From an optimization exercise on the open Yosys and OpenROAD flow, aimed at a short achievable clock period and few clock cycles per item; shortcuts taken in it are not production practice.
Function was checked by simulation only, so behaviour that the tests miss may differ from the original.

==> flow/design.v <==
package lfu_pkg;
    localparam int MAX_FRAMES = 8;
    localparam int PAGE_BITS  = 8;
    localparam int PAGE_COUNT = 1 << PAGE_BITS;
    localparam int CNT_W      = 16;
    localparam int CFG_W      = 4;
    localparam int OCC_W      = $clog2(MAX_FRAMES + 1);
    localparam int IDX_W      = (MAX_FRAMES > 1) ? $clog2(MAX_FRAMES) : 1;
    localparam logic [CFG_W-1:0] CAP_RESET = 4'd8;
    typedef struct packed {
        logic [7:0] page_number;
        logic       last_ref;
    } t_req;
    typedef struct packed {
        logic        hit;
        logic [15:0] fault_total;
        logic        final_res;
    } t_res;
    typedef enum logic [2:0] {
        S_IDLE,
        S_UPDATE,
        S_WRITE,
        S_BUBBLE,
        S_DONE
    } t_state;
    typedef struct packed {
        logic load;
        logic update;
        logic wr_page;
        logic bub_step;
        logic done;
    } t_cmd;
    typedef struct packed {
        logic bub_stop;
    } t_sts;
endpackage
module lfu_dp (
    input  logic                          i_clk,
    input  logic                          i_rst_n,
    input  logic                          i_clr,
    input  logic                          i_we,
    input  logic [lfu_pkg::PAGE_BITS-1:0] i_waddr,
    input  logic [lfu_pkg::CNT_W-1:0]     i_wdata,
    input  logic [15:0]                   i_rsel,
    input  logic [15:0]                   i_rbank,
    output logic [lfu_pkg::CNT_W-1:0]     o_rdata
);
    localparam int CW = lfu_pkg::CNT_W;
    logic [CW-1:0] r_mem [lfu_pkg::PAGE_COUNT];
    logic [15:0]   r_vld [16];
    logic          p_clr;
    logic [15:0]   p_we;
    logic [15:0]   p_idx  [16];
    logic [CW-1:0] p_data [16];
    always_ff @(posedge i_clk) begin
        if (!i_rst_n) begin
            p_clr <= 1'b0;
            p_we  <= '0;
        end else begin
            p_clr <= i_clr;
            for (int b = 0; b < 16; b++) begin
                p_we[b] <= i_we && !i_clr && (i_waddr[7:4] == 4'(b));
            end
        end
        for (int b = 0; b < 16; b++) begin
            if (i_we && (i_waddr[7:4] == 4'(b))) begin
                for (int k = 0; k < 16; k++) begin
                    p_idx[b][k] <= (i_waddr[3:0] == 4'(k));
                end
                p_data[b] <= i_wdata;
            end
        end
    end
    always_ff @(posedge i_clk) begin
        for (int b = 0; b < 16; b++) begin
            if (!i_rst_n || p_clr) begin
                r_vld[b] <= '0;
            end else if (p_we[b]) begin
                r_vld[b] <= r_vld[b] | p_idx[b];
            end
        end
    end
    always_ff @(posedge i_clk) begin
        for (int b = 0; b < 16; b++) begin
            for (int k = 0; k < 16; k++) begin
                if (p_we[b] && p_idx[b][k]) begin
                    r_mem[b*16+k] <= p_data[b];
                end
            end
        end
    end
    always_ff @(posedge i_clk) begin
        logic [CW-1:0] r;
        r = '0;
        for (int b = 0; b < 16; b++) begin
            logic [CW-1:0] w;
            w = '0;
            for (int k = 0; k < 16; k++) begin
                if (i_rsel[k] && r_vld[b][k]) begin
                    w = w | r_mem[b*16+k];
                end
            end
            if (p_we[b] && |(p_idx[b] & i_rsel)) begin
                w = p_data[b];
            end
            if (i_rbank[b]) begin
                r = r | w;
            end
        end
        if (p_clr) begin
            r = '0;
        end
        o_rdata <= r;
    end
endmodule
module lfu_page_replacement_top (
    input  logic                      i_clk,
    input  logic                      i_rst_n,
    input  logic                      start,
    input  lfu_pkg::t_req             i_req,
    output logic                      busy,
    input  logic                      i_cfg_we,
    input  logic [lfu_pkg::CFG_W-1:0] i_cfg_wdata,
    output logic                      o_res_valid,
    output lfu_pkg::t_res             o_res
);
    localparam int N  = lfu_pkg::MAX_FRAMES;
    localparam int PW = lfu_pkg::PAGE_BITS;
    localparam int CW = lfu_pkg::CNT_W;
    function automatic logic cnt_le(input logic [CW-1:0] a, input logic [CW-1:0] b);
        logic [CW-1:0] g;
        logic [CW-1:0] e;
        logic [7:0]    g1;
        logic [7:0]    e1;
        logic [3:0]    g2;
        logic [3:0]    e2;
        logic [1:0]    g3;
        logic [1:0]    e3;
        logic          g4;
        g = a & ~b;
        e = ~(a ^ b);
        for (int i = 0; i < 8; i++) begin
            g1[i] = g[2*i+1] | (e[2*i+1] & g[2*i]);
            e1[i] = e[2*i+1] & e[2*i];
        end
        for (int i = 0; i < 4; i++) begin
            g2[i] = g1[2*i+1] | (e1[2*i+1] & g1[2*i]);
            e2[i] = e1[2*i+1] & e1[2*i];
        end
        for (int i = 0; i < 2; i++) begin
            g3[i] = g2[2*i+1] | (e2[2*i+1] & g2[2*i]);
            e3[i] = e2[2*i+1] & e2[2*i];
        end
        g4 = g3[1] | (e3[1] & g3[0]);
        cnt_le = ~g4;
    endfunction
    function automatic logic [CW-1:0] sat_inc(input logic [CW-1:0] c);
        sat_inc = (c == '1) ? c : c + 1'b1;
    endfunction
    logic          a_vld;
    logic [PW-1:0] a_page;
    logic          a_last;
    logic [15:0]   a_sel;
    logic [15:0]   a_bank;
    always_ff @(posedge i_clk) begin
        if (!i_rst_n) begin
            a_vld <= 1'b0;
        end else begin
            a_vld <= start;
        end
        a_page <= i_req.page_number;
        a_last <= i_req.last_ref;
        for (int k = 0; k < 16; k++) begin
            a_sel[k]  <= (i_req.page_number[3:0] == 4'(k));
            a_bank[k] <= (i_req.page_number[7:4] == 4'(k));
        end
    end
    logic [PW-1:0] l_page [N];
    logic [CW-1:0] l_cnt  [N];
    logic [CW-1:0] l_inc  [N];
    logic [CW-1:0] l_dec  [N];
    logic [N-1:0]  l_v;
    logic [N-2:0]  l_z;
    logic [N-2:0]  l_o;
    logic [CW-1:0] r_fault;
    logic [N-1:0]  r_capsel;
    logic          u_full;
    logic          u_we;
    logic          u_clear;
    assign u_full = |(r_capsel & l_v);
    assign u_we   = m_vld && u_full;
    logic             b_vld;
    logic [PW-1:0]    b_page;
    logic             b_last;
    logic [CW-1:0]    b_cnt;
    lfu_dp u_mem (
        .i_clk   (i_clk),
        .i_rst_n (i_rst_n),
        .i_clr   (u_clear),
        .i_we    (u_we),
        .i_waddr (l_page[0]),
        .i_wdata (l_dec[0]),
        .i_rsel  (a_sel),
        .i_rbank (a_bank),
        .o_rdata (b_cnt)
    );
    logic          y_clear;
    logic          y_we;
    logic [PW-1:0] y_page;
    logic [CW-1:0] y_data;
    always_ff @(posedge i_clk) begin
        if (!i_rst_n) begin
            b_vld <= 1'b0;
        end else begin
            b_vld <= a_vld;
        end
        b_page  <= a_page;
        b_last  <= a_last;
        y_clear <= u_clear;
        y_we    <= u_we;
        y_page  <= l_page[0];
        y_data  <= l_dec[0];
    end
    logic          m_vld;
    logic [PW-1:0] m_page;
    logic          m_last;
    logic [CW-1:0] m_inc;
    logic [CW-1:0] m_inc2;
    logic [CW-1:0] m_ndec;
    logic [N-1:0]  m_lem;
    logic [N-1:0]  m_hitv;
    logic          m_hit;
    logic [N:0]    h_old;
    logic          h_new;
    logic [N-1:0]  h_r;
    logic [N-1:0]  hitv_n;
    logic [CW-1:0] rd_x;
    logic [N:0]    c_old;
    logic          c_new;
    logic [N-1:0]  c_r;
    logic [N-1:0]  lem_n;
    logic [N-1:0]  sh;
    logic [N-1:0]  s_keep;
    logic [N-1:0]  s_new;
    logic [CW-1:0] new_dec;
    always_comb begin
        if (u_clear) begin
            rd_x = '0;
        end else if (u_we && (l_page[0] == b_page)) begin
            rd_x = l_dec[0];
        end else if (y_clear) begin
            rd_x = '0;
        end else if (y_we && (y_page == b_page)) begin
            rd_x = y_data;
        end else begin
            rd_x = b_cnt;
        end
    end
    always_comb begin
        for (int j = 0; j < N; j++) begin
            c_old[j] = (l_cnt[j] == '0) || cnt_le(l_dec[j], rd_x);
        end
        c_old[N] = 1'b0;
        c_new    = cnt_le(new_dec, rd_x);
        for (int k = 0; k < N; k++) begin
            c_r[k] = sh[k] ? c_old[k+1] : c_old[k];
        end
        for (int k = 0; k < N; k++) begin
            if (!m_vld) begin
                lem_n[k] = c_old[k];
            end else if (s_keep[k]) begin
                lem_n[k] = c_r[k];
            end else if (s_new[k]) begin
                lem_n[k] = c_new;
            end else begin
                lem_n[k] = c_r[(k+N-1) % N];
            end
        end
    end
    always_comb begin
        for (int j = 0; j < N; j++) begin
            h_old[j] = l_v[j] && (l_page[j] == b_page);
        end
        h_old[N] = 1'b0;
        h_new    = (m_page == b_page);
        for (int k = 0; k < N; k++) begin
            h_r[k] = sh[k] ? h_old[k+1] : h_old[k];
        end
        for (int k = 0; k < N; k++) begin
            if (!m_vld) begin
                hitv_n[k] = h_old[k];
            end else if (m_last) begin
                hitv_n[k] = 1'b0;
            end else if (s_keep[k]) begin
                hitv_n[k] = h_r[k];
            end else if (s_new[k]) begin
                hitv_n[k] = h_new;
            end else begin
                hitv_n[k] = h_r[(k+N-1) % N];
            end
        end
    end
    always_ff @(posedge i_clk) begin
        if (!i_rst_n) begin
            m_vld <= 1'b0;
        end else begin
            m_vld <= b_vld;
        end
        m_page <= b_page;
        m_last <= b_last;
        m_inc  <= sat_inc(rd_x);
        m_inc2 <= (rd_x >= CW'(16'hfffe)) ? '1 : rd_x + CW'(2);
        m_ndec <= (rd_x == '1) ? CW'(16'hfffe) : rd_x;
        m_lem  <= lem_n;
        m_hitv <= hitv_n;
        m_hit  <= |hitv_n;
    end
    logic [N-1:0]  hit_v;
    logic          hit;
    logic [N-1:0]  rm;
    logic [N-1:0]  le;
    logic [N-1:0]  b;
    logic [CW-1:0] new_cnt;
    logic [CW-1:0] new_inc;
    logic [N:0]    b_x;
    logic [N:0]    v_x;
    logic [N-1:0]  b_r;
    logic [N-1:0]  v_r;
    logic [PW-1:0] r_page [N];
    logic [CW-1:0] r_cnt  [N];
    logic [CW-1:0] r_inc  [N];
    logic [CW-1:0] r_dec  [N];
    logic [PW-1:0] n_page [N];
    logic [CW-1:0] n_cnt  [N];
    logic [CW-1:0] n_inc  [N];
    logic [CW-1:0] n_dec  [N];
    logic [N-1:0]  n_v;
    logic [N-2:0]  z_r;
    logic [N-2:0]  o_r;
    logic [N-1:0]  pz;
    logic [N-1:0]  po;
    logic [N-1:0]  nxo;
    logic [N-2:0]  n_z;
    logic [N-2:0]  n_o;
    logic          pair_le [N][N];
    logic [CW-1:0] fault_n;
    assign hit_v = m_hitv;
    assign hit   = m_hit;
    assign u_clear = m_vld && m_last;
    always_comb begin
        new_cnt = hit ? '0 : m_inc;
        new_inc = hit ? '0 : m_inc2;
        new_dec = hit ? '0 : m_ndec;
        for (int i = 0; i < N; i++) begin
            if (hit_v[i]) begin
                new_cnt = new_cnt | l_inc[i];
                new_inc = new_inc | sat_inc(l_inc[i]);
                new_dec = new_dec | ((l_cnt[i] == '1) ? CW'(16'hfffe) : l_cnt[i]);
            end
        end
    end
    always_comb begin
        for (int i = 0; i < N; i++) begin
            for (int j = 0; j < N; j++) begin
                logic ok;
                ok = 1'b1;
                for (int k = i; k < j; k++) begin
                    ok = ok & (l_z[k] | l_o[k]);
                    for (int k2 = k + 1; k2 < j; k2++) begin
                        ok = ok & !(l_o[k] & l_o[k2]);
                    end
                end
                pair_le[i][j] = ok;
            end
        end
    end
    always_comb begin
        for (int j = 0; j < N; j++) begin
            if (hit) begin
                le[j] = 1'b0;
                for (int i = 0; i < N; i++) begin
                    if (hit_v[i]) begin
                        if (j <= i) begin
                            le[j] = le[j] | 1'b1;
                        end else begin
                            le[j] = le[j] | pair_le[i][j];
                        end
                    end
                end
            end else begin
                le[j] = m_lem[j];
            end
        end
    end
    always_comb begin
        for (int i = 0; i < N; i++) begin
            rm[i] = hit_v[i] || ((i == 0) && !hit && u_full);
            b[i]  = l_v[i] && !rm[i] && le[i];
        end
        sh[0] = rm[0];
        for (int i = 1; i < N; i++) begin
            sh[i] = sh[i-1] || rm[i];
        end
        b_x = {1'b0, b};
        v_x = {1'b0, l_v};
        for (int k = 0; k < N; k++) begin
            if (sh[k]) begin
                b_r[k]    = b_x[k+1];
                v_r[k]    = v_x[k+1];
                r_page[k] = (k + 1 < N) ? l_page[(k+1) % N] : l_page[k];
                r_cnt[k]  = (k + 1 < N) ? l_cnt[(k+1) % N]  : l_cnt[k];
                r_inc[k]  = (k + 1 < N) ? l_inc[(k+1) % N]  : l_inc[k];
                r_dec[k]  = (k + 1 < N) ? l_dec[(k+1) % N]  : l_dec[k];
            end else begin
                b_r[k]    = b_x[k];
                v_r[k]    = v_x[k];
                r_page[k] = l_page[k];
                r_cnt[k]  = l_cnt[k];
                r_inc[k]  = l_inc[k];
                r_dec[k]  = l_dec[k];
            end
        end
        for (int k = 0; k < N - 1; k++) begin
            if (sh[k]) begin
                z_r[k] = (k + 1 < N - 1) ? l_z[(k+1) % (N-1)] : 1'b0;
                o_r[k] = (k + 1 < N - 1) ? l_o[(k+1) % (N-1)] : 1'b0;
            end else if (sh[k+1] && (k + 1 < N - 1)) begin
                z_r[k] = l_z[k] & l_z[(k+1) % (N-1)];
                o_r[k] = (l_z[k] & l_o[(k+1) % (N-1)]) | (l_o[k] & l_z[(k+1) % (N-1)]);
            end else begin
                z_r[k] = l_z[k];
                o_r[k] = l_o[k];
            end
        end
        for (int k = 0; k < N; k++) begin
            s_keep[k] = b_r[k];
            s_new[k]  = !b_r[k] && ((k == 0) || b_r[(k+N-1) % N]);
            if (s_keep[k]) begin
                n_page[k] = r_page[k];
                n_cnt[k]  = r_cnt[k];
                n_inc[k]  = r_inc[k];
                n_dec[k]  = r_dec[k];
            end else if (s_new[k]) begin
                n_page[k] = m_page;
                n_cnt[k]  = new_cnt;
                n_inc[k]  = new_inc;
                n_dec[k]  = new_dec;
            end else begin
                n_page[k] = r_page[(k+N-1) % N];
                n_cnt[k]  = r_cnt[(k+N-1) % N];
                n_inc[k]  = r_inc[(k+N-1) % N];
                n_dec[k]  = r_dec[(k+N-1) % N];
            end
            n_v[k] = (k == 0) || v_r[(k+N-1) % N];
        end
        for (int k = 0; k < N; k++) begin
            pz[k]  = (new_cnt == r_cnt[k]);
            po[k]  = (new_cnt == r_inc[k]) && !pz[k];
            nxo[k] = (r_cnt[k] == new_inc) && !pz[k];
        end
        for (int k = 0; k < N - 1; k++) begin
            if (s_new[k+1]) begin
                n_z[k] = pz[k];
                n_o[k] = po[k];
            end else if (s_new[k]) begin
                n_z[k] = pz[k];
                n_o[k] = nxo[k];
            end else if (s_keep[k+1]) begin
                n_z[k] = z_r[k];
                n_o[k] = o_r[k];
            end else begin
                n_z[k] = (k > 0) ? z_r[(k+N-2) % (N-1)] : 1'b0;
                n_o[k] = (k > 0) ? o_r[(k+N-2) % (N-1)] : 1'b0;
            end
        end
    end
    assign fault_n = (!hit && (r_fault != '1)) ? r_fault + 1'b1 : r_fault;
    always_ff @(posedge i_clk) begin
        if (!i_rst_n) begin
            l_v      <= '0;
            r_fault  <= '0;
            r_capsel <= 8'b1000_0000;
        end else begin
            if (m_vld) begin
                if (m_last) begin
                    l_v     <= '0;
                    r_fault <= '0;
                end else begin
                    l_v     <= n_v;
                    r_fault <= fault_n;
                end
            end
            if (i_cfg_we) begin
                for (int k = 0; k < N; k++) begin
                    r_capsel[k] <= (i_cfg_wdata == '0) ? (k == 0) :
                                   (int'(i_cfg_wdata) > N) ? (k == N - 1) :
                                   (int'(i_cfg_wdata) == k + 1);
                end
            end
        end
    end
    always_ff @(posedge i_clk) begin
        if (m_vld) begin
            for (int k = 0; k < N; k++) begin
                l_page[k] <= n_page[k];
                l_cnt[k]  <= n_cnt[k];
                l_inc[k]  <= n_inc[k];
                l_dec[k]  <= n_dec[k];
            end
            l_z <= n_z;
            l_o <= n_o;
        end
    end
    logic r_vld;
    always_ff @(posedge i_clk) begin
        if (!i_rst_n) begin
            r_vld <= 1'b0;
        end else begin
            r_vld <= m_vld;
        end
        o_res.hit         <= hit;
        o_res.fault_total <= fault_n;
        o_res.final_res   <= m_last;
    end
    assign o_res_valid = r_vld;
    assign busy        = 1'b0;
endmodule
module lfu_page_replacement (
    input  logic        i_clk,
    input  logic        i_rst_n,
    input  logic        start,
    input  logic [7:0]  i_req_page,
    input  logic        i_req_last,
    output logic        busy,
    input  logic        i_cfg_we,
    input  logic [3:0]  i_cfg_wdata,
    output logic        o_res_valid,
    output logic        o_res_hit,
    output logic [15:0] o_res_fault_total,
    output logic        o_res_final
);
    lfu_pkg::t_req req;
    lfu_pkg::t_res res;
    assign req.page_number = i_req_page;
    assign req.last_ref    = i_req_last;
    lfu_page_replacement_top u_top (
        .i_clk       (i_clk),
        .i_rst_n     (i_rst_n),
        .start       (start),
        .i_req       (req),
        .busy        (busy),
        .i_cfg_we    (i_cfg_we),
        .i_cfg_wdata (i_cfg_wdata),
        .o_res_valid (o_res_valid),
        .o_res       (res)
    );
    assign o_res_hit         = res.hit;
    assign o_res_fault_total = res.fault_total;
    assign o_res_final       = res.final_res;
endmodule
==> flow/run.sh <==
#!/bin/bash
# synth_recipe.tcl (not shown) runs the flow's synth.tcl, then flattens the netlist and writes it again
# the make line also repeats each setting of config.mk as NAME=value (left out here)
make -C /OpenROAD-flow-scripts/flow DESIGN_CONFIG=/design/flow/config.mk WORK_HOME=/design/flow/orfs CLKGATE_MAP_FILE= SYNTH_SCRIPT=/design/flow/synth_recipe.tcl finish
==> flow/config.mk <==
export PLATFORM = sky130hd
export DESIGN_NAME = lfu_page_replacement
export DESIGN_NICKNAME = lfu_page_replacement
export VERILOG_FILES = /design/flow/design.v
export SDC_FILE = /design/flow/constraint.sdc
export NUM_CORES = 4
export LEC_CHECK = 0
export ABC_CLOCK_PERIOD_IN_PS = 1000
export CAP_MARGIN = 20
export CELL_PAD_IN_SITES_DETAIL_PLACEMENT = 1
export CORE_MARGIN = 2
export CORE_UTILIZATION = 35
export PLACE_DENSITY = 0.5
export SETUP_SLACK_MARGIN = 5
export SLEW_MARGIN = 20
export TNS_END_PERCENT = 30
==> flow/constraint.sdc <==
create_clock -name core_clock -period 8.0 [get_ports {i_clk}]
set_input_delay 1.6000 -clock core_clock [delete_from_list [all_inputs] [get_ports {i_clk}]]
set_output_delay 1.6000 -clock core_clock [all_outputs]
set_load 0.01 [all_outputs]
==> results.ini <==
[status]
status = no timing/DRC/antenna violations

[final_layout]
layout_common_cells = 5,070 x edfxtp_1, 1,300 x buf_4, 1,208 x a22oi_1
area_delta_synth_final_pct = 23.9
final_nets = 17200
drive_above_1_share_pct = 22.4
fin_area_mm2 = 0.281
nFillCells = 64200
layout_commonest_cell = edfxtp_1
multiInputGateArea_mm2 = 0.0674
seq_area_mm2 = 0.162

[routing]
wl_um = 1020000
vias = 167000
final_antenna_net_count = 0
routed_via_density = 6.34
drc_errors = 0
wire_per_inst_um = 38.6
drtIter0Drc = 26200
drtPass1Iterations = 13

[power_and_ir_drop]
p_leak_nw = 93.4
power_density_mw_per_mm2 = 214
fin_total_pwr_w = 0.0600
vdd_drop_max_uv = 232

[sta]
slew_headroom_pct = 15.4
fin_crit_ns = 4.23
timing.fmax_mhz = 236
rsz0062_at_grt = true
fin_ws_ns = 3.77
finalHoldViolations = 0
post-route-period-util_pct = 52.9
setup_viol = 0
clock_skew_ns = 0.0831
tns_ns = 0
tightestPinTransition_ns = 1.27
slew_violations = 0

[cts]
insertion_delay_ns = 1.16
cts_tree = done
cts.sinks = 5563
htree_levels = 6
clockRootBuffer = clkbuf_16
clk_pin_slew_worst_paths_ns = 0.06
cts_buffers = 606
cts-hold-fix-buffers = 0
clockBufferDepth = 4

[global_route]
globalRouteTotalUtil_pct = 29.5
grt_pass1_wl_um = 1360000
grt_pass1_vias = 160000
grt_max_degree = 147
antenna_found_initial = 99
overflow = 0

[worst_setup_path]
endpoint_kind = flop
crit_type = flop to flop
r2r-start = u_top.l_inc[3][15]$_DFFE_PP_
cp_max_fo = 8
start_kind = flop
required_ns = 8.89
r2r_cells = 13
critical_path_arrival_ns = 5.12
r2r_end = u_top.l_o[2]$_DFFE_PP_
rrSetupSlack_ns = 3.77

[synthesis]
async_reset_ff_share_pct = 0
synth.area.top_cells = edfxtp_1 67%, dfxtp_1 4.4%, a22oi_1 4.3%
syn_inst = 15700
synth_edf_count = 5070
syn-mean-instance-area_um2 = 14.4
yosysSeqAreaShare_pct = 71.6
synth_ff_type = edfxtp_1
yosysWarnings = 32
yosysTopAreaCellShare_pct = 67.2
post-synth-top-area-cell = edfxtp_1
ys_types = 118
ys_ff_latch = 5563
syn_nets = 15900
synth.cell_area_mm2 = 0.227

[place]
place_area_mm2 = 0.240
gp_congestion = 0.955
hpwlAfterDp_um = 557000
port_buffers = 35
place_ws_ns = 1.84

[hold_path]
min_to = u_top.b_page[6]$_DFF_P_
min_from = u_top.a_page[6]$_DFF_P_
holdPathStages = 0
hp-class = flop to flop

[floorplanning]
dieHeight_um = 809
die_w_um = 809
start_util_pct = 35.1
coreArea_mm2 = 0.645
die_area_mm2 = 0.654
rows = 295
io_pins = 37

[run]
max_cap_viol_count = 0

[repair_timing]
action / CTS / global route
pin swaps: 438 / 258
gates resized for setup: 1606 / 660
endpoints found under the setup margin: 1341 / 976
buffers inserted: 786 / 145
gates cloned: 101 / 13
[synth_stat cells (159+ instances only)]
cell	count
edfxtp_1	5070
a22oi_1	1288
nor2_1	1204
clkbuf_1	967
nand2_1	639
a21oi_1	572
a22o_1	545
a221oi_1	544
and2_1	541
dfxtp_1	493
nand4_1	429
mux2i_1	378
xnor2_1	328
o21ai_0	285
o211ai_1	275
nand3_1	244
and3_1	183
xor2_1	159
[layout make-up]
| cell class | count | area share (%) |
|---|---|---|
| multi-input combinational | 8900 | 24.0 |
| timing repair inverter | 1 | 0.00312 |
| tap | 8613 | 3.84 |
| clock buffer | 813 | 5.92 |
| antenna | 159 | 0.142 |
| sequential | 5563 | 57.8 |
| clock inverter | 304 | 0.976 |
| timing repair buffer | 1880 | 7.20 |
| inverter | 78 | 0.121 |
[state kept, by name, indices dropped and copies added, names as in the netlist, 16 cells and up]
| register | cells |
|---|---|
| u_top.a_sel | 16 |
| u_top.r_fault | 16 |
| u_top.l_page | 64 |
| u_top.o_res | 18 |
| u_top.l_cnt | 128 |
| u_top.u_mem.o_rdata | 16 |
| u_top.m_inc2 | 16 |
| u_top.u_mem.p_data | 256 |
| u_top.y_data | 16 |
| u_top.u_mem.r_mem | 4096 |
| u_top.u_mem.r_vld | 256 |
| u_top.l_inc | 128 |
| u_top.u_mem.p_idx | 256 |
| u_top.a_bank | 16 |
| u_top.l_dec | 128 |
| u_top.u_mem.p_we | 16 |
| u_top.m_ndec | 16 |
| u_top.m_inc | 16 |
[critical path, stage by stage, from the launching register on]
cell      delay [ns]
edfxtp_1        0.65
nand4_1         0.32
nor4_4          0.40
mux2_4          0.36
a222oi_1        0.55
nand4_2         0.23
buf_12          0.20
buf_12          0.14
buf_4           0.13
buf_6           0.12
xnor2_1         0.14
nor4_2          0.16
nand4_1         0.16
o41ai_1         0.40
[worst max path at each step]
stage	depth (start not counted)	from	to	slack [ns]
3_3_place_gp	18	u_top.l_v[0]$_SDFFE_PN0P_	u_top.m_lem[3]$_DFF_P_	1.84
6_report	13	u_top.l_inc[3][15]$_DFFE_PP_	u_top.l_o[2]$_DFFE_PP_	3.77
3_5_place_dp	18	u_top.l_v[0]$_SDFFE_PN0P_	u_top.m_lem[3]$_DFF_P_	1.84
4_1_cts	19	u_top.l_page[0][7]$_DFFE_PP_	u_top.m_lem[7]$_DFF_P_	3.94
5_1_grt	19	u_top.b_page[1]$_DFF_P_	u_top.m_lem[3]$_DFF_P_	3.76
2_1_floorplan	16	u_top.m_vld$_SDFF_PN0_	u_top.m_lem[2]$_DFF_P_	1.32
[logic make-up (layout without fill, tap and decap cells)]
kind of cell / count (synthesis) / count (layout) / share of synthesized area, %
and+or+nand+nor: 3700 / 3710 / 8.15
buffers and inverters: 1261 / 3076 / 2.19
muxes: 398 / 399 / 1.77
DFF: 5563 / 5563 / 71.6
adders and majority gates: 147 / 147 / 0.812
xor gates and xnor gates: 487 / 487 / 1.88
AOI/OAI and AO/OA: 4152 / 4156 / 13.6
other: 1 / 160 / 0.00166
[routing by layer]
layer / track usage [%] / part of all wire [%]
met1: 39.5 / 39
met2: 43.9 / 43
met3: 7.76 / 12
met4: 15.9 / 6.5
met5: 0.226 / 0.060
[stage by stage]
stage	util, %	hold slack, ns	instances
floorplan	-	0.310	15700
global placement	37.2	0.313	24000
detailed placement	37.2	0.318	24000
CTS	42.8	0.324	26000
global route	43.5	0.331	26200
finish	43.5	0.322	26300
[power by group]
part	switching (W)	internal (W)	total [W]
combinational	0.000519	0.000235	0.000754
sequential	0.000114	0.0313	0.0314
clock	0.0121	0.0157	0.0278
Testbench counts, summed over its fixed seeds: cycles 16,032, items 16,000.

[what the ideal ports hide]
No port has a modelled driver above. Below, the same layout with a new extraction and two added sets of constraints.
Step 1: set_driving_cell puts a clkbuf_16 on i_clk and a buf_2 on each other input, an assumption about the parent block.
Step 2 also shifts input and output timing later by t, the mid clock arrival at the registers, as if the neighbouring blocks saw the same clock.
Three values: ideal ports, drivers, drivers and shift; two values: the first two.
shift t [ns]: 1.256
slack for setup (ns): 3.770 / 3.770 / 3.770
worst setup path at the end: register to register
cell pins on the clock port's net: 1
After both steps this run still meets setup and hold. For this run, drivers alone change the setup slack by 0.000 ns; drivers and shift together by 0.000 ns.
